Context: an optimization exercise on an open-source flow, tuned for small area, a short achievable clock period and few clock cycles per item. The choices shown serve that exercise and are no tape-out recipe.
Only simulation tests tie the RTL to the original design; equivalence was not proved.

## flow/design.v (module list and top-level ports; edited modules follow where they fit)
// module dwpid_div: 64 lines
// module dwpid_mul_meas: 945 lines
// module dwpid_mul_g18: 1031 lines
// module dwpid_mul_g16: 911 lines
// module dwpid_mul_ra: 259 lines
// module dwpid_mul_rb: 1252 lines
// module dwpid_div100: 395 lines
// module dwpid_mul_pid: 3285 lines
// module dwpid_lane: 148 lines
// module dual_wheel_incremental_pid_drive: 203 lines
module dual_wheel_incremental_pid_drive #(
	parameter int TICK_BITS = dwpid_pkg::TICK_BITS
) (
	input  logic                        clk,
	input  logic                        arst_n,
	input  logic                        psel,
	input  logic                        penable,
	input  logic                        pwrite,
	input  logic [4:0]                  paddr,
	input  logic [31:0]                 pwdata,
	output logic [31:0]                 prdata,
	output logic                        pready,
	input  logic                        in_valid,
	output logic                        in_stall,
	input  logic [2:0]                  cmd,
	input  logic signed [15:0]          speed,
	input  logic signed [TICK_BITS-1:0] left_ticks,
	input  logic signed [TICK_BITS-1:0] right_ticks,
	output logic                        out_valid,
	input  logic                        out_stall,
	output logic [15:0]                 left_duty,
	output logic [1:0]                  left_dir,
	output logic [15:0]                 right_duty,
	output logic [1:0]                  right_dir,
	output logic signed [15:0]          left_speed,
	output logic signed [15:0]          right_speed,
	output logic signed [31:0]          left_odometry,
	output logic signed [31:0]          right_odometry
);
  // ...
==> flow/run.sh <==
#!/bin/bash
# synth_recipe.tcl (not shown) runs the flow's synth.tcl, then flattens the netlist and writes it again
# the make line also repeats each setting of config.mk as NAME=value (left out here)
make -C /OpenROAD-flow-scripts/flow DESIGN_CONFIG=/design/flow/config.mk WORK_HOME=/design/flow/orfs CLKGATE_MAP_FILE= SYNTH_SCRIPT=/design/flow/synth_recipe.tcl finish
==> flow/config.mk <==
export PLATFORM = sky130hd
export DESIGN_NAME = dual_wheel_incremental_pid_drive
export DESIGN_NICKNAME = dual_wheel_incremental_pid_drive
export VERILOG_FILES = /design/flow/design.v
export SDC_FILE = /design/flow/constraint.sdc
export NUM_CORES = 4
export LEC_CHECK = 0
export CAP_MARGIN = 20
export CORE_MARGIN = 2
export CORE_UTILIZATION = 55
export SETUP_SLACK_MARGIN = 5
export SLEW_MARGIN = 20
==> flow/constraint.sdc <==
create_clock -name core_clock -period 12.0 [get_ports {clk}]
set_input_delay 2.4000 -clock core_clock [delete_from_list [all_inputs] [get_ports {clk}]]
set_output_delay 2.4000 -clock core_clock [all_outputs]
set_load 0.01 [all_outputs]
==> flow_summary.toml, run 1 <==
[finish]
fin_cells = 21490
fin_util_pct = 59.88
drive_above_1_share_pct = 6.186
regArea_mm2 = 0.04116
multi_input_area_mm2 = 0.1208
regMostFlops = "cfg_q"

[drt]
drt-pass1-iter-count = 6
highest_layer = "met5"
via_per_inst = 5.677
first_iter_violations = 9841
wl_met3_mm = 42.39

[logic_synthesis]
synth_area_leaders = "fa_1 (34%), edfxtp_1 (18%), and2_1 (7.9%)"
ys_seq_area_share_pct = 23.48
yosys.area_share.adder_pct = 41.58
synth_compound_area_share_pct = 6.960

[outcome]
status = "complete, no violations"

[placed_design]
postPlaceCellArea_mm2 = 0.1822
gp_congestion = 0.9432
placed_cells = 20930
io_buffers = 226

[sta]
fin_crit_sh_pct = 56.13
rsz0062_at_grt = "yes"
worst_slack_ns = 5.264
max_freq_ghz = 0.1485

[setup_path]
cp-startpoint = "cfg_q[92]$_DFFE_PN0P_"
critPathLaunchType = "flop"
cp_common_cell = "fa_1"
crit_required_ns = 12.54
cp_top_family = "adder cells"

[worst_hold_path]
min_delay_path_depth = 0

[global_routing]
use_met1_pct = 43.75
grt_util_met2_pct = 54.42
Testbench counts, summed over its fixed seeds: cycles 2,112, items 2,048.
==> inputs of run 2 (changes only) <==
==> flow/flow/run.sh (new file) <==
#!/bin/bash
set -o pipefail
export SETUP_SLACK_MARGIN=5.8
bash standard.sh > standard.log 2>&1
==> flow/standard.sh (new file) <==
#!/bin/bash
# synth_recipe.tcl (not shown) runs the flow's synth.tcl, then flattens the netlist and writes it again
# the make line also repeats each setting of config.mk as NAME=value (left out here)
make -C /OpenROAD-flow-scripts/flow DESIGN_CONFIG=/design/flow/config.mk WORK_HOME=/design/flow/orfs CLKGATE_MAP_FILE= SYNTH_SCRIPT=/design/flow/synth_recipe.tcl "${@:-finish}"
--- a/flow/config.mk
+++ b/flow/config.mk
@@ -8,5 +8,4 @@
 export CAP_MARGIN = 20
 export CORE_MARGIN = 2
 export CORE_UTILIZATION = 55
-export SETUP_SLACK_MARGIN = 5
 export SLEW_MARGIN = 20
removed: flow/run.sh
==> flow_summary.toml, run 2 <==
[setup_path]
r2r-end = "u_right.g1_q[17]$_DFFE_PN0P_"
cp.buffers_inverters = 1
cpMaxStageDelayCell = "or4_4"
crit_path_max_fanout = 3
reg2regPathDepth = 30
slowest_delay_ns = 0.62
cp-end-kind = "flop"
crit_required_ns = 12.78
criticalPathCategory = "flop to flop"
rrSetupSlack_ns = 5.36
arrival_ns = 7.42
critPathLaunchType = "flop"
r2r-start = "u_right.tgt1[2]$_DFFE_PN_"
cp_top_family = "simple AND/OR/NAND/NOR gates"

[drt]
highest_layer = "met5"
drt-pass1-iter-count = 5
drt-met1-wl_mm = 215.6
first_iter_violations = 9781
wl_per_cell_um = 25.07
wl_mm = 544.5
drc = 0
ant_nets = 0
dr_total_vias = 123900
via_per_inst = 5.704
wl_met3_mm = 44.03
wl_met2_mm = 253.4

[logic_synthesis]
yosys_warnings = 4
yosys.cell_count.top_type = "fa_1"
synth-main-ff-cell = "edfxtp_1"
netlist_area_mm2 = 0.1751
synth-edff-count = 1022
synthTopCellsByCount = "fa_1 (2,964), inv_1 (2,928), and2_1 (2,214), nand2_1 (1,285), ha_1 (1,078)"
synth_async_sr_flop_share_pct = 25.26
yosysTopAreaCellShare_pct = 33.88
synthDistinctLibCells = 100
ys_seq_elements = 1449
synthCells = 16970
syn-mean-instance-area_um2 = 10.32
ys_seq_area_share_pct = 23.48
yosys.area.top_type = "fa_1"
synth_area_leaders = "fa_1 (34%), edfxtp_1 (18%), and2_1 (7.9%)"

[sta]
final-hold-violation-count = 0
min_period_ns = 6.638
max_slew_margin_pct = 10.20
fin_crit_sh_pct = 55.31
worstMarginPinSlew_ns = 1.347
setup_viol = 0
rsz0062_at_grt = "yes"
max_freq_ghz = 0.1507
fin_skew_ns = 0.08188
drv_slew = 0
fin_tns_setup_ns = 0

[cts]
cts.sinks = 1449
path_clk_slew_ns = 0.06
cts_tree = "yes"
clk_latency_ns = 0.90
htree_levels = 4
cts-root-buf = "clkbuf_16"
cts.hold.buffers_added = 0
clock_path_buffers = 4
cts_buffers = 179

[floorplan]
die_w_um = 568.3
core_area_mm2 = 0.3175
die_y_um = 568.3
start_util_pct = 55.15
ios = 262
die_area_mm2 = 0.3229
rows = 207

[placed_design]
placed_cells = 20930
gp_congestion = 0.9440
io_buffers = 226
dp_hpwl_mm = 384.3

[finish]
fin_cells = 21720
syn_to_final_growth_pct = 11.47
final_cell_mix = "inv_1 (2,907), fa_1 (2,897), and2_1 (2,203)"
layout_commonest_cell = "inv_1"
nets = 21420
regMostFlops = "cfg_q"
largest_register_ffs = 95
fin_util_pct = 61.48
drive_above_1_share_pct = 9.782

[worst_hold_path]
hp-start = "run_q[5]$_DFFE_PN_"
hold_class = "flop to flop"
hold_end = "run_q[6]$_DFFE_PN_"
min_delay_path_depth = 0

[global_routing]
antenna_found_initial = 61
grt_overflow = 0
grt_pass1_wl_mm = 818.8
grt_pass1_vias = 129300
grt_max_degree = 163
grt_usage_pct = 34.22

[run]
max-cap-violations = 0

[outcome]
status = "complete, no violations"
## run 2: cell type report
class	count	area, um2
Clock buffer	213	4806
Inverter	2939	11090
Fill cell	26720	122300
Multi-Input combinational cell	11840	122700
Antenna cell	111	277.8
Sequential cell	1449	41190
Tap cell	4180	5230
Clock inverter	116	1323
Timing Repair Buffer	874	8584
## run 2: how the worst max path moves through the flow
| stage | start | to | slack (ns) | depth (start not counted) |
|---|---|---|---|---|
| 6_report | u_right.tgt1[2]$_DFFE_PN_ | u_right.g1_q[17]$_DFFE_PN0P_ | 5.36 | 30 |
| 5_1_grt | u_right.tgt1[4]$_DFFE_PN_ | u_right.g1_q[17]$_DFFE_PN0P_ | 5.10 | 30 |
| 4_1_cts | u_right.tgt1[3]$_DFFE_PN_ | u_right.g1_q[17]$_DFFE_PN0P_ | 5.30 | 30 |
| 3_5_place_dp | u_div.quo_q[30]$_DFFE_PN0P_ | u_div.rem_q[8]$_DFFE_PP_ | 4.19 | 26 |
| 3_3_place_gp | u_div.quo_q[30]$_DFFE_PN0P_ | u_div.rem_q[14]$_SDFFE_PP0P_ | 4.16 | 26 |
| 2_1_floorplan | out_stall | u_left.odo[3]$_DFFE_PN0P_ | 5.54 | 6 |
## run 2: cells by family (layout without fill, tap and decap cells)
logic type	after synthesis	after routing	share of synthesized area, %
simple gates	5055	5058	15.36
fa+ha+maj	4042	4042	41.58
buf+inv	3701	4142	7.987
compound gates	1876	1876	6.960
flops	1449	1449	23.48
xor+xnor	522	522	2.619
mux	324	324	2.012
other cells	2	128	0.004288
## run 2: timing repair
action	CTS	global route
cloned	15	7
pin swaps	162	211
buffers inserted	202	124
resized for setup	419	355
setup endpoints to repair	295	216
## run 2: stage by stage
stage / area, um2 / hold WS (ns) / setup WS [ns]
after floorplan: 175300 / 0.4003 / 5.539
after global placement: 182300 / 0.4002 / 4.160
after detailed placement: 182300 / 0.4045 / 4.188
after CTS: 192300 / 0.4003 / 5.297
after global routing: 195100 / 0.4103 / 5.102
final: 195200 / 0.4080 / 5.362
## run 2: layer usage
| metal | vias to the layer above | track usage (%) |
|---|---|---|
| met2 | 4938 | 54.82 |
| met3 | 1210 | 6.225 |
| met5 | - | 0 |
| met4 | 10 | 17.59 |
| met1 | 63420 | 44.69 |
| li1 | 54320 | - |

re-timing with driven ports:
No port has a modelled driver above. Below, the same layouts with a new extraction and two added sets of constraints. Step 1: set_driving_cell puts a clkbuf_16 on clk and a buf_2 on each other input, an assumption about the parent block. Step 2 also shifts input and output timing later by t, the mid clock arrival at the registers, as if the neighbouring blocks saw the same clock. a / b / c = ideal / step 1 / step 2; a / b = the first two.
| run | t, ns | setup WS [ns] | worst hold slack (ns) | clock arrival spread, ns | slew at the worst register clock pin (ns) |
|---|---|---|---|---|---|
| run 1 | 0.994 | 5.264 / 5.264 / 5.264 | 0.376 / 0.376 / 0.376 | 0.088 / 0.088 | 0.07 / 0.07 |
| run 2 | 0.977 | 5.362 / 5.362 / 5.362 | 0.408 / 0.408 / 0.408 | 0.083 / 0.082 | 0.06 / 0.06 |
After both steps every run listed still meets setup and hold.
